From an optimization exercise on the open Yosys and OpenROAD flow, aimed at small area and a short achievable clock period; shortcuts taken in it are not production practice. RTL that was checked went through simulation tests only; none was proved equivalent to the original. Power figures rest on the tool's default switching activity, not on a simulated workload.

## d_mem_sized
module d_mem_sized #(
  parameter int MEM_WORDS  = 64,
  parameter int ADDR_WIDTH = 32
) (
  input  logic                  clk,
  input  logic                  rst_n,
  input  logic                  req,
  input  logic                  we,
  input  logic [1:0]            size,
  input  logic                  is_unsigned,
  input  logic [ADDR_WIDTH-1:0] addr,
  input  logic [DATA_W-1:0]     wdata,
  output logic [DATA_W-1:0]     rdata,
  output logic                  rvalid,
  output logic                  err
);
  localparam int IDX_W = $clog2(MEM_WORDS);    
  localparam int GRPS  = MEM_WORDS / 8;
  logic [1:0]       lane;
  logic [IDX_W-1:0] idx;
  logic             legal;
  logic             acc_st, acc_ld, acc_bad;
  logic [3:0]       be;
  logic [31:0]      wdata_rep;
  logic [7:0]       sel_lo;                    
  logic [GRPS-1:0]  sel_hi;                    
  assign lane = addr[1:0];
  assign idx  = addr[IDX_W+1:2];
  always_comb begin
    case (size)
      2'b00:   legal = 1'b1;
      2'b01:   legal = ~lane[0];
      2'b10:   legal = (lane == 2'b00);
      default: legal = 1'b0;
    endcase
  end
  assign acc_st  = req &  we & legal;
  ...
Size in the first run: about 2100 flip-flops, about 110 I/O pins.
==> flow/config.mk <==
export PLATFORM = sky130hd
export DESIGN_NAME = d_mem_sized
export DESIGN_NICKNAME = d_mem_sized
export VERILOG_FILES = /design/flow/design.v
export SDC_FILE = /design/flow/constraint.sdc
export NUM_CORES = 4
export LEC_CHECK = 0
export ABC_AREA = 1
export CAP_MARGIN = 20
export CORE_MARGIN = 2
export CORE_UTILIZATION = 40
export CTS_CLUSTER_DIAMETER = 100
export CTS_CLUSTER_SIZE = 30
export SETUP_SLACK_MARGIN = 2.6
export SLEW_MARGIN = 20
==> flow/constraint.sdc <==
create_clock -name core_clock -period 5.5 [get_ports {clk}]
set_input_delay 1.1000 -clock core_clock [delete_from_list [all_inputs] [get_ports {clk}]]
set_output_delay 1.1000 -clock core_clock [all_outputs]
set_load 0.01 [all_outputs]
run.sh (not shown) runs the stock make flow with config.mk's settings and CLKGATE_MAP_FILE= SYNTH_SCRIPT=/design/flow/synth_recipe.tcl, a recipe that flattens the netlist after the stock synthesis.
==> next run, changes <==
Settings changed: CTS_CLUSTER_DIAMETER 100 to not set, CTS_CLUSTER_SIZE 30 to not set, SETUP_SLACK_MARGIN 2.6 to 2.8.
=>
- The changed run completed with no timing, DRC or antenna violations
- wire length falls by 0.71%
- area after synthesis is unchanged
- design area rises by 4.0%
- die area does not change
- power rises by 22%
- global-route usage falls by 0.23 points
- register-to-register slack gains 120 ps
- final cell count rises by 1.7%
==> next run, changes <==
Settings changed: ABC_AREA 1 to not set, ABC_CLOCK_PERIOD_IN_PS set to 2500, CORE_UTILIZATION 40 to 55, TNS_END_PERCENT set to 10.
=>
- area after synthesis falls by 2.9%
- fmax drops by 10%
- hold slack loses 81 ps
- critical path depth climbs by 10
- sequential power hardly moves
- clock power hardly moves
- register-to-register slack loses 860 ps
- non-clock buffer count came out higher by 114
==> next run, changes <==
Settings changed: ABC_AREA set to 1, ABC_CLOCK_PERIOD_IN_PS 2500 to not set, CORE_UTILIZATION 55 to 40, CTS_CLUSTER_DIAMETER set to 60, CTS_CLUSTER_SIZE set to 30, TNS_END_PERCENT 10 to not set.
Result: The changed run ran to the end with no violations. Global-route usage falls by 11 points. Final area rises by 0.83%. Worst setup slack gains 340 ps. Area after synthesis increases by 3.0%. Sequential power hardly moves.

run D:
d_mem_sized, a different RTL version from the one above (not shown whole).
For scale: ~5000 cells after synthesis, about 110 I/O pins, roughly 80000 µm² of cells after synthesis.
Settings: LEC_CHECK=0, CAP_MARGIN=20, CORE_MARGIN=2, CORE_UTILIZATION=40, SETUP_SLACK_MARGIN=2.5, SLEW_MARGIN=20; clock period 5.5 ns.
Setup changes, run D to run Y
Settings: SETUP_SLACK_MARGIN changed from 2.5 to 3.2.
==> comparison <==
Power in combinational cells ends up higher on run Y.
Run Y finished end to end and its layout was clean on timing, DRC and antenna.
In run Y relative to run D, total power draw had gone down slightly.
Summary of the comparison: flip-flop and latch share of the layout cell area is lower in run Y, relative to run D.
[compare] base=run D new=run Y: worst-case hold slack now sits higher, cell area now sits higher, highest ir drop seen on vdd now sits lower, highest clock rate now sits lower, number of global-route vias before repair now sits higher.
Side by side, first-pass iteration count of the detailed router turned out higher in run Y than in run D.
Comparing run Y and run D, the lower clock tree buffer count of the final layout is on run D.
Run Y reports a lower smallest setup slack after layout than run D does.
No run of this note included a check of the RTL's function; only the layout flow was run.

v6:
d_mem_sized with an RTL version that a note above also has.
For scale: roughly 6500 cells after synthesis, roughly 110 I/O pins, ~81000 um^2 of cells after synthesis.
// d_mem_sized
module d_mem_sized #(
  parameter int MEM_WORDS  = 64,
  parameter int ADDR_WIDTH = 32
) (
  input  logic                  clk,
  input  logic                  rst_n,
  input  logic                  req,
  input  logic                  we,
  input  logic [1:0]            size,
  input  logic                  is_unsigned,
  input  logic [ADDR_WIDTH-1:0] addr,
  input  logic [DATA_W-1:0]     wdata,
  output logic [DATA_W-1:0]     rdata,
  output logic                  rvalid,
  output logic                  err
);
export LEC_CHECK = 0
export ABC_AREA = 1
export CAP_MARGIN = 20
export CORE_MARGIN = 2
export CORE_UTILIZATION = 40
export CTS_CLUSTER_DIAMETER = 100
export CTS_CLUSTER_SIZE = 30
export SETUP_SLACK_MARGIN = 2.8
export SLEW_MARGIN = 20
create_clock -name core_clock -period 5.5 [get_ports {clk}]
Here is what was changed in the inputs of v7 compared with v6.
diff --git a/flow/config.mk b/flow/config.mk
--- a/flow/config.mk
+++ b/flow/config.mk
@@ -6,10 +6,8 @@
 export NUM_CORES = 4
 export LEC_CHECK = 0
-export ABC_AREA = 1
+export ABC_CLOCK_PERIOD_IN_PS = 2500
 export CAP_MARGIN = 20
 export CORE_MARGIN = 2
 export CORE_UTILIZATION = 40
-export CTS_CLUSTER_DIAMETER = 100
-export CTS_CLUSTER_SIZE = 30
 export SETUP_SLACK_MARGIN = 2.8
 export SLEW_MARGIN = 20
### Flow results
- v7 vs. v6: critical path depth went down by 11.
- Summary of the comparison: setup slack is lower in v7, relative to v6.
- v7 gives less number of detailed-route iterations in the first pass than v6 did.
- The via count of the first global-routing pass of v7 falls short of that of v6 by about 3.4%.
- The final area reported for v7 is greater than that of v6 by 7.7%.
- Taking v7 over v6, the power ratio works out to 1.2.
- Of v7 and v6, the lower count of plain and timing-repair buffers in the layout belongs to v6.

==> static timing again, ports no longer ideal <==
The flow's constraints put no driver on any port. The routed layouts listed below were extracted and timed again, unchanged, in two steps. Step 1 (the two cells are an assumption about what drives the block):
set clk [get_ports {clk}]
set_driving_cell -lib_cell sky130_fd_sc_hd__clkbuf_16 $clk
set_driving_cell -lib_cell sky130_fd_sc_hd__buf_2 [delete_from_list [all_inputs] $clk]
Step 2 also shifts input and output timing later by t, the mid clock arrival at the registers, as if the neighbouring blocks saw the same clock. a / b / c = no drivers / after step 1 / after step 2; a / b = the first two.
| run | t (ns) | setup slack, ns | worst setup path after step 2 | slew at the worst register clock pin (ns) | cell pins on the clock port's net |
|---|---|---|---|---|---|
| the first run of note 1 | 0.831 | 2.462 / 2.450 / 1.620 | input to register | 0.12 / 0.12 | 1 |
| the second run of note 1 | 0.945 | 2.630 / 2.539 / 1.643 | input to register | 0.07 / 0.07 | 1 |
| the third run of note 1 | 0.917 | 2.299 / 2.102 / 1.185 | input to register | 0.06 / 0.06 | 1 |
| the fourth run of note 1 | 0.918 | 2.642 / 2.574 / 1.661 | input to register | 0.10 / 0.10 | 1 |
| run D | 0.971 | 2.150 / 2.005 / 1.034 | input to register | 0.07 / 0.07 | 1 |
| run Y | 0.953 | 2.109 / 1.998 / 1.045 | input to register | 0.07 / 0.07 | 1 |
| v6 | 0.870 | 2.668 / 2.539 / 1.669 | input to register | 0.12 / 0.12 | 1 |
| v7 | 0.944 | 2.412 / 2.138 / 1.194 | input to register | 0.07 / 0.07 | 1 |
After both steps every run listed still meets setup and hold. The setup slack of v7, which loses most, moves by -0.274 ns with the drivers and by -1.218 ns with both steps.
